Background: an optimization exercise with open tools, aiming at small area, a short achievable clock period and few clock cycles per item. Do not read the settings as production practice. In this exercise RTL edits were held to simulation tests only and were not proved equivalent to the original.

**design/flow/design.v**
```verilog
`timescale 1ns / 1ps
`default_nettype none
package mepg_pkg;
	typedef enum logic [3:0] {
		ST_IDLE,
		ST_SQ_RX,
		ST_SQ_RY,
		ST_A_RY,
		ST_INIT,
		ST_RC_TX,
		ST_RC_TY,
		ST_RC_BT,
		ST_RC_AT,
		ST_RC_AB,
		ST_RC_FIN,
		ST_EMIT
	} state_t;
	typedef enum logic [3:0] {
		MUL_NONE,
		MUL_RX_RX,
		MUL_RY_RY,
		MUL_A_RY,
		MUL_TX_TX,
		MUL_TY_TY,
		MUL_B_T1,
		MUL_A_T2,
		MUL_A_B
	} mul_sel_t;
	typedef enum logic [3:0] {
		OP_NONE,
		OP_LATCH,
		OP_STORE_A,
		OP_STORE_B,
		OP_INIT,
		OP_STORE_T1,
		OP_STORE_T2,
		OP_ACC_LOAD,
		OP_ACC_ADD,
		OP_RC_FIN,
		OP_EMIT
	} dp_op_t;
	typedef enum logic [1:0] {
		RGN_IDLE   = 2'd0,
		RGN_FIRST  = 2'd1,
		RGN_SECOND = 2'd2,
		RGN_DONE   = 2'd3
	} region_t;
	typedef struct packed {
		mul_sel_t mul_sel;
		dp_op_t   op;
	} cmd_t;
	typedef struct packed {
		logic region_change;
		logic out_free;
	} status_t;
	localparam int unsigned CFG_UPPER_HALF = 0;
	localparam int unsigned CFG_SKIP       = 1;
endpackage
`default_nettype wire
`timescale 1ns / 1ps
`default_nettype none
import mepg_pkg::*;
module mepg_ctrl
(
	input  wire     clk,
	input  wire     arst_n,
	input  wire     in_valid,
	input  wire     in_command,
	output logic    in_ready,
	input  mepg_pkg::status_t status,
	output mepg_pkg::cmd_t    cmd
);
	mepg_pkg::state_t state_q, state_d;
	always_ff @(posedge clk or negedge arst_n) begin
		if (!arst_n) begin
			state_q <= ST_IDLE;
		end else begin
			state_q <= state_d;
		end
	end
	always_comb begin
		state_d     = state_q;
		cmd.mul_sel = MUL_NONE;
		cmd.op      = OP_NONE;
		in_ready    = 1'b0;
		unique case (state_q)
			ST_IDLE: begin
				in_ready = 1'b1;
				if (in_valid) begin
					if (!in_command) begin
						cmd.op  = OP_LATCH;
						state_d = ST_SQ_RX;
					end else if (status.region_change) begin
						state_d = ST_RC_TX;
					end else begin
						state_d = ST_EMIT;
					end
				end
			end
			ST_SQ_RX: begin
				cmd.mul_sel = MUL_RX_RX;
				state_d     = ST_SQ_RY;
			end
			ST_SQ_RY: begin
				cmd.op      = OP_STORE_A;
				cmd.mul_sel = MUL_RY_RY;
				state_d     = ST_A_RY;
			end
			ST_A_RY: begin
				cmd.op      = OP_STORE_B;
				cmd.mul_sel = MUL_A_RY;
				state_d     = ST_INIT;
			end
			ST_INIT: begin
				cmd.op  = OP_INIT;
				state_d = ST_IDLE;
			end
			ST_RC_TX: begin
				cmd.mul_sel = MUL_TX_TX;
				state_d     = ST_RC_TY;
			end
			ST_RC_TY: begin
				cmd.op      = OP_STORE_T1;
				cmd.mul_sel = MUL_TY_TY;
				state_d     = ST_RC_BT;
			end
			ST_RC_BT: begin
				cmd.op      = OP_STORE_T2;
				cmd.mul_sel = MUL_B_T1;
				state_d     = ST_RC_AT;
			end
			ST_RC_AT: begin
				cmd.op      = OP_ACC_LOAD;
				cmd.mul_sel = MUL_A_T2;
				state_d     = ST_RC_AB;
			end
			ST_RC_AB: begin
				cmd.op      = OP_ACC_ADD;
				cmd.mul_sel = MUL_A_B;
				state_d     = ST_RC_FIN;
			end
			ST_RC_FIN: begin
				cmd.op  = OP_RC_FIN;
				state_d = ST_EMIT;
			end
			ST_EMIT: begin
				if (status.out_free) begin
					cmd.op  = OP_EMIT;
					state_d = ST_IDLE;
				end
			end
			default: begin
				state_d = ST_IDLE;
			end
		endcase
	end
endmodule
`default_nettype wire
`timescale 1ns / 1ps
`default_nettype none
import mepg_pkg::*;
module mepg_datapath
#(
	parameter int RADIUS_BITS = 10,
	parameter int COORD_BITS  = 12
) (
	input  wire                          clk,
	input  wire                          arst_n,
	input  mepg_pkg::cmd_t                         cmd,
	output mepg_pkg::status_t                      status,
	input  wire                          upper_half_only,
	input  wire  [7:0]                   skip_leading,
	input  wire  [RADIUS_BITS-1:0]       radius_x,
	input  wire  [RADIUS_BITS-1:0]       radius_y,
	input  wire  signed [COORD_BITS-1:0] centre_x,
	input  wire  signed [COORD_BITS-1:0] centre_y,
	output logic                         out_valid,
	input  wire                          out_ready,
	output logic signed [COORD_BITS:0]   right_x,
	output logic signed [COORD_BITS:0]   left_x,
	output logic signed [COORD_BITS:0]   upper_y,
	output logic signed [COORD_BITS:0]   lower_y,
	output logic                         lower_valid,
	output logic                         visible,
	output logic                         done_res
);
	localparam int R  = RADIUS_BITS;
	localparam int AW = 2 * R;
	localparam int BW = 2 * R + 4;
	localparam int PW = AW + BW;
	localparam int SW = 3 * R + 6;
	localparam int DW = 4 * R + 8;
	localparam int XW = R + 1;
	localparam int YW = R + 2;
	localparam int EW = ((COORD_BITS > YW) ? COORD_BITS : YW) + 1;
	mepg_pkg::region_t                 region_q;
	logic        [XW-1:0]    x_q;
	logic signed [YW-1:0]    y_q;
	logic signed [SW-1:0]    sx_q, sy_q;
	logic signed [DW-1:0]    dec_q, acc_q;
	logic        [7:0]       count_q;
	logic        [R-1:0]     rx_q, ry_q;
	logic signed [COORD_BITS-1:0] cx_q, cy_q;
	logic        [AW-1:0]    a_q, b_q;
	logic        [BW-1:0]    t1_q, t2_q;
	logic        [PW-1:0]    p_q;
	logic                    out_valid_q;
	logic        [AW-1:0]    mul_a;
	logic        [BW-1:0]    mul_b;
	logic        [PW-1:0]    prod;
	logic        [YW-1:0]    tx;
	logic signed [YW-1:0]    ty;
	logic        [YW-1:0]    ty_abs;
	logic signed [SW-1:0]    sx_inc, sy_dec;
	logic signed [DW-1:0]    a_ext, b_ext, p_ext, sx_inc_ext, sy_dec_ext;
	logic                    dec_neg, live, vis;
	logic signed [EW-1:0]    cx_e, cy_e, x_e, y_e, rx_sum, lx_sum, uy_sum, ly_sum;
	assign tx     = {x_q, 1'b1};
	assign ty     = y_q - YW'(1);
	assign ty_abs = ty[YW-1] ? YW'(-ty) : YW'(ty);
	always_comb begin
		mul_a = '0;
		mul_b = '0;
		unique case (cmd.mul_sel)
			MUL_RX_RX: begin
				mul_a = AW'(rx_q);
				mul_b = BW'(rx_q);
			end
			MUL_RY_RY: begin
				mul_a = AW'(ry_q);
				mul_b = BW'(ry_q);
			end
			MUL_A_RY: begin
				mul_a = a_q;
				mul_b = BW'(ry_q);
			end
			MUL_TX_TX: begin
				mul_a = AW'(tx);
				mul_b = BW'(tx);
			end
			MUL_TY_TY: begin
				mul_a = AW'(ty_abs);
				mul_b = BW'(ty_abs);
			end
			MUL_B_T1: begin
				mul_a = b_q;
				mul_b = t1_q;
			end
			MUL_A_T2: begin
				mul_a = a_q;
				mul_b = t2_q;
			end
			MUL_A_B: begin
				mul_a = a_q;
				mul_b = BW'(b_q);
			end
			default: begin
				mul_a = '0;
				mul_b = '0;
			end
		endcase
	end
	assign prod = PW'(mul_a) * PW'(mul_b);
	assign a_ext      = DW'(signed'({1'b0, a_q}));
	assign b_ext      = DW'(signed'({1'b0, b_q}));
	assign p_ext      = DW'(signed'({1'b0, p_q}));
	assign sx_inc     = sx_q + SW'(signed'({1'b0, b_q, 1'b0}));
	assign sy_dec     = sy_q - SW'(signed'({1'b0, a_q, 1'b0}));
	assign sx_inc_ext = DW'(sx_inc);
	assign sy_dec_ext = DW'(sy_dec);
	assign dec_neg    = dec_q[DW-1];
	assign live = (region_q == RGN_FIRST) || ((region_q == RGN_SECOND) && !y_q[YW-1]);
	assign vis  = count_q >= skip_leading;
	assign cx_e   = EW'(cx_q);
	assign cy_e   = EW'(cy_q);
	assign x_e    = EW'(signed'({1'b0, x_q}));
	assign y_e    = EW'(y_q);
	assign rx_sum = cx_e + x_e;
	assign lx_sum = cx_e - x_e;
	assign uy_sum = cy_e + y_e;
	assign ly_sum = cy_e - y_e;
	assign status.region_change = (region_q == RGN_FIRST) && !(sx_q < sy_q);
	assign status.out_free      = !out_valid_q || out_ready;
	always_ff @(posedge clk) begin
		p_q <= prod;
		unique case (cmd.op)
			OP_LATCH: begin
				rx_q <= radius_x;
				ry_q <= radius_y;
				cx_q <= centre_x;
				cy_q <= centre_y;
			end
			OP_STORE_A: a_q <= AW'(p_q);
			OP_STORE_B: b_q <= AW'(p_q);
			OP_INIT: begin
				x_q   <= '0;
				y_q   <= YW'(signed'({1'b0, ry_q}));
				sx_q  <= '0;
				sy_q  <= signed'(SW'({p_q, 1'b0}));
				dec_q <= (b_ext <<< 2) - (p_ext <<< 2) + a_ext;
			end
			OP_STORE_T1: t1_q <= BW'(p_q);
			OP_STORE_T2: t2_q <= BW'(p_q);
			OP_ACC_LOAD: acc_q <= p_ext;
			OP_ACC_ADD:  acc_q <= acc_q + (p_ext <<< 2);
			OP_RC_FIN:   dec_q <= acc_q - (p_ext <<< 2);
			OP_EMIT: begin
				if (live) begin
					right_x <= rx_sum[COORD_BITS:0];
					left_x  <= lx_sum[COORD_BITS:0];
					upper_y <= uy_sum[COORD_BITS:0];
					lower_y <= ly_sum[COORD_BITS:0];
					lower_valid <= vis && !upper_half_only;
					visible  <= vis;
					done_res <= 1'b0;
					if (region_q == RGN_FIRST) begin
						x_q  <= x_q + XW'(1);
						sx_q <= sx_inc;
						if (dec_neg) begin
							dec_q <= dec_q + ((sx_inc_ext + b_ext) <<< 2);
						end else begin
							y_q   <= y_q - YW'(1);
							sy_q  <= sy_dec;
							dec_q <= dec_q + ((sx_inc_ext - sy_dec_ext + b_ext) <<< 2);
						end
					end else begin
						y_q  <= y_q - YW'(1);
						sy_q <= sy_dec;
						if (!dec_neg && (dec_q != '0)) begin
							dec_q <= dec_q + ((a_ext - sy_dec_ext) <<< 2);
						end else begin
							x_q   <= x_q + XW'(1);
							sx_q  <= sx_inc;
							dec_q <= dec_q + ((sx_inc_ext - sy_dec_ext + b_ext) <<< 2);
						end
					end
				end else begin
					right_x     <= '0;
					left_x      <= '0;
					upper_y     <= '0;
					lower_y     <= '0;
					lower_valid <= 1'b0;
					visible     <= 1'b0;
					done_res    <= 1'b1;
				end
			end
			default: begin
			end
		endcase
	end
	always_ff @(posedge clk or negedge arst_n) begin
		if (!arst_n) begin
			region_q    <= RGN_IDLE;
			count_q     <= '0;
			out_valid_q <= 1'b0;
		end else begin
			if (cmd.op == OP_EMIT) begin
				out_valid_q <= 1'b1;
			end else if (out_ready) begin
				out_valid_q <= 1'b0;
			end
			priority if (cmd.op == OP_INIT) begin
				region_q <= RGN_FIRST;
				count_q  <= '0;
			end else if (cmd.op == OP_RC_FIN) begin
				region_q <= RGN_SECOND;
				count_q  <= '0;
			end else if (cmd.op == OP_EMIT) begin
				if (live) begin
					if (count_q != 8'hFF) begin
						count_q <= count_q + 8'd1;
					end
				end else if (region_q == RGN_SECOND) begin
					region_q <= RGN_DONE;
				end
			end else begin
			end
		end
	end
	assign out_valid = out_valid_q;
endmodule
`default_nettype wire
`timescale 1ns / 1ps
`default_nettype none
import mepg_pkg::*;
module midpoint_ellipse_point_generator_unit
#(
	parameter int RADIUS_BITS = 10,
	parameter int COORD_BITS  = 12
) (
	input  wire                          clk,
	input  wire                          arst_n,
	input  wire                          psel,
	input  wire                          penable,
	input  wire                          pwrite,
	input  wire  [2:0]                   paddr,
	input  wire  [31:0]                  pwdata,
	output logic [31:0]                  prdata,
	output logic                         pready,
	input  wire                          item_valid,
	output logic                         item_ready,
	input  wire                          item_command,
	input  wire  [RADIUS_BITS-1:0]       item_radius_x,
	input  wire  [RADIUS_BITS-1:0]       item_radius_y,
	input  wire  signed [COORD_BITS-1:0] item_centre_x,
	input  wire  signed [COORD_BITS-1:0] item_centre_y,
	output logic                         result_valid,
	input  wire                          result_ready,
	output logic signed [COORD_BITS:0]   result_right_x,
	output logic signed [COORD_BITS:0]   result_left_x,
	output logic signed [COORD_BITS:0]   result_upper_y,
	output logic signed [COORD_BITS:0]   result_lower_y,
	output logic                         result_lower_valid,
	output logic                         result_visible,
	output logic                         result_done_res
);
	logic       upper_q;
	logic [7:0] skip_q;
	logic       cfg_write;
	mepg_pkg::cmd_t       cmd;
	mepg_pkg::status_t    status;
	assign pready    = 1'b1;
	assign cfg_write = psel && penable && pwrite && pready;
	always_ff @(posedge clk or negedge arst_n) begin
		if (!arst_n) begin
			upper_q <= 1'b0;
			skip_q  <= '0;
		end else if (cfg_write) begin
			if (32'(paddr[2]) == CFG_UPPER_HALF) begin
				upper_q <= pwdata[0];
			end else begin
				skip_q <= pwdata[7:0];
			end
		end
	end
	assign prdata = (32'(paddr[2]) == CFG_SKIP) ? {24'b0, skip_q} : {31'b0, upper_q};
	mepg_ctrl u_ctrl (
		.clk        (clk),
		.arst_n     (arst_n),
		.in_valid   (item_valid),
		.in_command (item_command),
		.in_ready   (item_ready),
		.status     (status),
		.cmd        (cmd)
	);
	mepg_datapath #(
		.RADIUS_BITS (RADIUS_BITS),
		.COORD_BITS  (COORD_BITS)
	) u_datapath (
		.clk             (clk),
		.arst_n          (arst_n),
		.cmd             (cmd),
		.status          (status),
		.upper_half_only (upper_q),
		.skip_leading    (skip_q),
		.radius_x        (item_radius_x),
		.radius_y        (item_radius_y),
		.centre_x        (item_centre_x),
		.centre_y        (item_centre_y),
		.out_valid       (result_valid),
		.out_ready       (result_ready),
		.right_x         (result_right_x),
		.left_x          (result_left_x),
		.upper_y         (result_upper_y),
		.lower_y         (result_lower_y),
		.lower_valid     (result_lower_valid),
		.visible         (result_visible),
		.done_res        (result_done_res)
	);
endmodule
`default_nettype wire
```
**design/flow/run.sh**
```bash
#!/bin/bash
# synth_recipe.tcl (not shown) runs the flow's synth.tcl, then flattens the netlist and writes it again
# the make line also repeats each setting of config.mk as NAME=value (left out here)
make -C /OpenROAD-flow-scripts/flow DESIGN_CONFIG=/design/flow/config.mk WORK_HOME=/design/flow/orfs CLKGATE_MAP_FILE= SYNTH_SCRIPT=/design/flow/synth_recipe.tcl finish
```
**design/flow/config.mk**
```make
export PLATFORM = sky130hd
export DESIGN_NAME = midpoint_ellipse_point_generator_unit
export DESIGN_NICKNAME = midpoint_ellipse_point_generator_unit
export VERILOG_FILES = /design/flow/design.v
export SDC_FILE = /design/flow/constraint.sdc
export NUM_CORES = 4
export LEC_CHECK = 0
export CAP_MARGIN = 20
export CORE_MARGIN = 2
export CORE_UTILIZATION = 40
export SLEW_MARGIN = 20
```
**design/flow/constraint.sdc**
```tcl
create_clock -name core_clock -period 11.0 [get_ports {clk}]
set_input_delay 2.2000 -clock core_clock [delete_from_list [all_inputs] [get_ports {clk}]]
set_output_delay 2.2000 -clock core_clock [all_outputs]
set_load 0.01 [all_outputs]
```
==> notes.md <==
-- per-stage QoR --
step | hold WS, ps | TNS [ps] | area [µm²]
6_report | 534 | 0 | 63400
5_1_grt | 552 | -7.28 | 63400
4_1_cts | 530 | 0 | 63300
3_5_place_dp | 508 | 0 | 61600
3_3_place_gp | 516 | 0 | 61600
2_1_floorplan | 449 | 0 | 58200
-- layout make-up --
cell class	count	area [µm²]
Clock buffer	67	1430
Clock inverter	28	325
Fill cell	14200	80500
Inverter	757	2840
Multi-Input combinational cell	5345	41600
Sequential cell	442	12700
Tap cell	1903	2380
Timing Repair Buffer	229	2040
-- worst max path at each step --
stage / endpoint / slack, ps / cells after the start
2_1_floorplan: u_datapath.p_q[42] / 950 / 34
3_3_place_gp: u_datapath.p_q[42] / 470 / 36
3_5_place_dp: u_datapath.p_q[42] / 420 / 34
4_1_cts: u_datapath.p_q[42] / 310 / 34
5_1_grt: u_datapath.p_q[42] / -7 / 36
6_report: u_datapath.p_q[42] / 640 / 36
-- routing by layer --
layer | GRT usage | share of wire
met1 | 0.363 | 0.47
met2 | 0.397 | 0.44
met3 | 0.0249 | 0.066
met4 | 0.0619 | 0.026
met5 | 0 | 0.00012
-- worst min-delay path: cells and delay by family (launching register included) --
kind	cells	cell delay [ps]
compound gates	1	60
flops	1	320
simple gates	1	50
-- logic make-up after synthesis --
| kind of cell | Yosys count |
|---|---|
| AND/OR/NAND/NOR | 2019 |
| AO/OA/AOI/OAI | 1657 |
| adder cells (fa/ha/maj) | 1047 |
| buffers and inverters | 1018 |
| XOR/XNOR | 562 |
| flip-flops | 442 |
| multiplexers | 35 |
| other | 2 |
-- cell usage in the layout, fill, tap and decap left out, types with 22 or more instances in the layout --
master	instances
edfxtp_1	374
dfrtp_1	24
xor2_1	164
nand3_1	104
a221oi_1	23
o21ai_1	25
a31oi_1	38
and2_1	77
nand2b_1	92
o21bai_1	75
buf_4	103
fa_1	409
nor2b_1	78
a21o_1	198
mux2i_1	22
o221ai_1	43
o21ai_0	374
o21a_1	55
a22oi_1	40
xnor2_1	396
and3_1	46
nand4_1	63
nor3_1	99
o31ai_1	24
clkbuf_16	53
or2_2	30
clkdlybuf4s50_1	125
a211oi_1	42
or3_1	40
nor2_1	621
nand2_1	663
nor4_1	34
ha_1	638
inv_1	755
dfxtp_1	44
conb_1	25
o211ai_1	37
a21oi_1	473
-- registers in the layout (all words and copies together), names as in the netlist, 8 cells and up --
register,cells
u_datapath.t2_q,24
u_datapath.dec_q,48
u_datapath.upper_y,12
u_datapath.lower_y,13
u_datapath.y_q,12
u_datapath.p_q,44
u_datapath.right_x,13
u_datapath.t1_q,24
u_datapath.x_q,11
u_datapath.ry_q,10
u_datapath.b_q,20
u_datapath.left_x,12
u_datapath.rx_q,10
u_datapath.sy_q,35
u_datapath.acc_q,48
u_datapath.cy_q,12
skip_q,8
u_datapath.cx_q,12
u_datapath.sx_q,35
u_datapath.a_q,20
u_datapath.count_q,8
==> impl_results.md <==
- Outcome: finished clean
- Number of detailed-route iterations in the first pass: 6
- Primary FF master, synth: edfxtp_1
- Global-route wire length before repair: 288000 µm
- Vias per cell: 5.66
- Number of setup buffers added after CTS: 0
- Remaining antenna violation count after routing: 0
- TritonCTS clock tree: yes
- Total core area: 144000 µm²
- Crit path max fanout: 24
- RD Place Congestion: 0.974
- Area share of and/or/nand/nor cells after synthesis: 0.160
- Clock-pin slew on the worst setup and hold paths: 60 ps
- Total vias in the final route: 49600
- Boundary Pins: 177
- Clk Latency, worst-skew pair: 670 ps
- Total of max-cap violations: 0
- Number of levels the H-tree was split into: 2
- Library cell with the highest instance count after synthesis: inv_1
- Most frequent cell on the critical path: fa_1
- Kind of path behind the tightest hold check: reg2reg
- Most frequent cells after synthesis: 756 x inv_1, 664 x nand2_1, 638 x ha_1
- Count of final hold-check violations: 0
- Critical R2R Launch: u_datapath.y_q[0]
- Ratio of cells with drive above 1 in the final layout: 0.0418
- CP Launch Type: flip-flop
- Cell accounting for the most synthesized area: edfxtp_1
- Worst Hold End: u_datapath.dec_q[1]
- Overall die area: 148000 µm²
- Slowest CP cell: fa_1
- Fin crit share: 0.942
- Fraction of synthesized cell area in xor and xnor cells: 0.0850
- Die Ht: 385 µm
- Nets: 7960
- Worst slew pin tran: 1110 ps
- Slew headroom: 0.256
- Critical path endpoint category: flip-flop
- Worst Slack Setup Final: 637 ps
- CTS Root Cell: clkbuf_16
- Area growth from synthesis to final layout: 9.09%
- Fraction of post-synthesis cell area in the top cell type by area: 0.193
- Pin count of the biggest net entering global routing: 143
- Initial antenna violation count: 4
- Worst setup slack for register-to-register paths: 640 ps
- Vias in the first global route: 49400
- Reg-to-reg critical path endpoint: u_datapath.p_q[42]
- Sum of overflow across all layers after global routing: 0
- Area contributors post-synth: edfxtp_1 19%, fa_1 14%, ha_1 14%, xnor2_1 6.0%, inv_1 4.9%
- Hold path cells: 2
- Count of clock tree sinks: 442
- Bufs on Longest Clock Path: 3
- Final count of negative-setup-slack endpoints: 0
- Total buffers and inverters traversed by the critical path: 5
- Portion of netlist area occupied by mux cells: 0.00631
- Mean instance size in the synthesized netlist: 8.56 µm²
- Cts bufs inserted: 51
- Gate count of the mapped netlist: 6782
- Final wirelength: 187000 µm
- Detail-routed net length per standard cell: 21.3 µm
- Effective utilization at floorplan: 0.404
- Count of state elements after synthesis: 442
- Proportion of synthesized flip-flops having asynchronous set or reset: 0.0543
- Iteration-0 DRC Markers: 4331
- Post-synth cell types: 101
- Clock period minus final worst setup slack: 10360 ps
- Largest clock skew in the final design: 76.1 ps
- Antenna diode count: 0
- Arrival @ worst endpoint: 10850 ps
- Fraction of the mapped netlist area in adder cells: 0.278
- Worst Setup Path Type: reg2reg
- Max frequency: 0.0965 GHz
- Required @ worst endpoint: 11490 ps
- Count of input and output buffers: 125
- Worst Min Path Start: u_datapath.acc_q[1]
- X dimension of the die: 385 µm
- Cts repair resizes: 0
- Critical Path Max Stage Delay: 570 ps
- Final core area utilization: 0.441
- Pre-CTS WS: 425 ps
- Worst Reg-to-Reg Cells: 36
- Hold Buf Count CTS: 0
- Number of enable flip-flop cells after synthesis: 374
- Total DRC errors in the routed layout: 0
- Count of final max-slew check failures: 0
- Placed Instances: 8676
- Yosys warning total: 3
- Final HPWL DP: 153000 µm
- Delay-heaviest family, CP: adder cells
- Sequential area share after synthesis: 0.219
- Dominant combinational cell family by area after synthesis: adder cells
- Cell area after synthesis: 58100 µm²
- Worst setup startpoint: u_datapath.y_q[0]
- Compound-gate portion of the synthesized area: 0.184
- Number of placement rows: 139
- Non-filler cells, final: 8771
- Total track usage: 0.250
Testbench counts, summed over its fixed seeds: cycles 93,606, items 46,359.

## what the ideal ports hide
No port has a modelled driver above. Below, the same layout with a new extraction and two added sets of constraints. Step 1 assumes that a clkbuf_16 drives the clock port and a buf_2 every other input. Step 2 times the ports against the registers' clock, not the clock port: input delays grow and output delays shrink by t, the midpoint of the rising clock arrivals with the driver on. Slacks: ideal / step 1 / step 2; pairs: ideal / step 1.
t, ns: 0.704
setup slack, ns: 0.637 / 0.637 / 0.637
hold slack, ns: 0.534 / 0.534 / 0.534
worst slew at a driven data input, ns: 0.12
pins driven straight from the clock port: 1
After both steps this run still meets setup and hold. For this run, drivers alone change the setup slack by 0.000 ns; drivers and shift together by 0.000 ns.
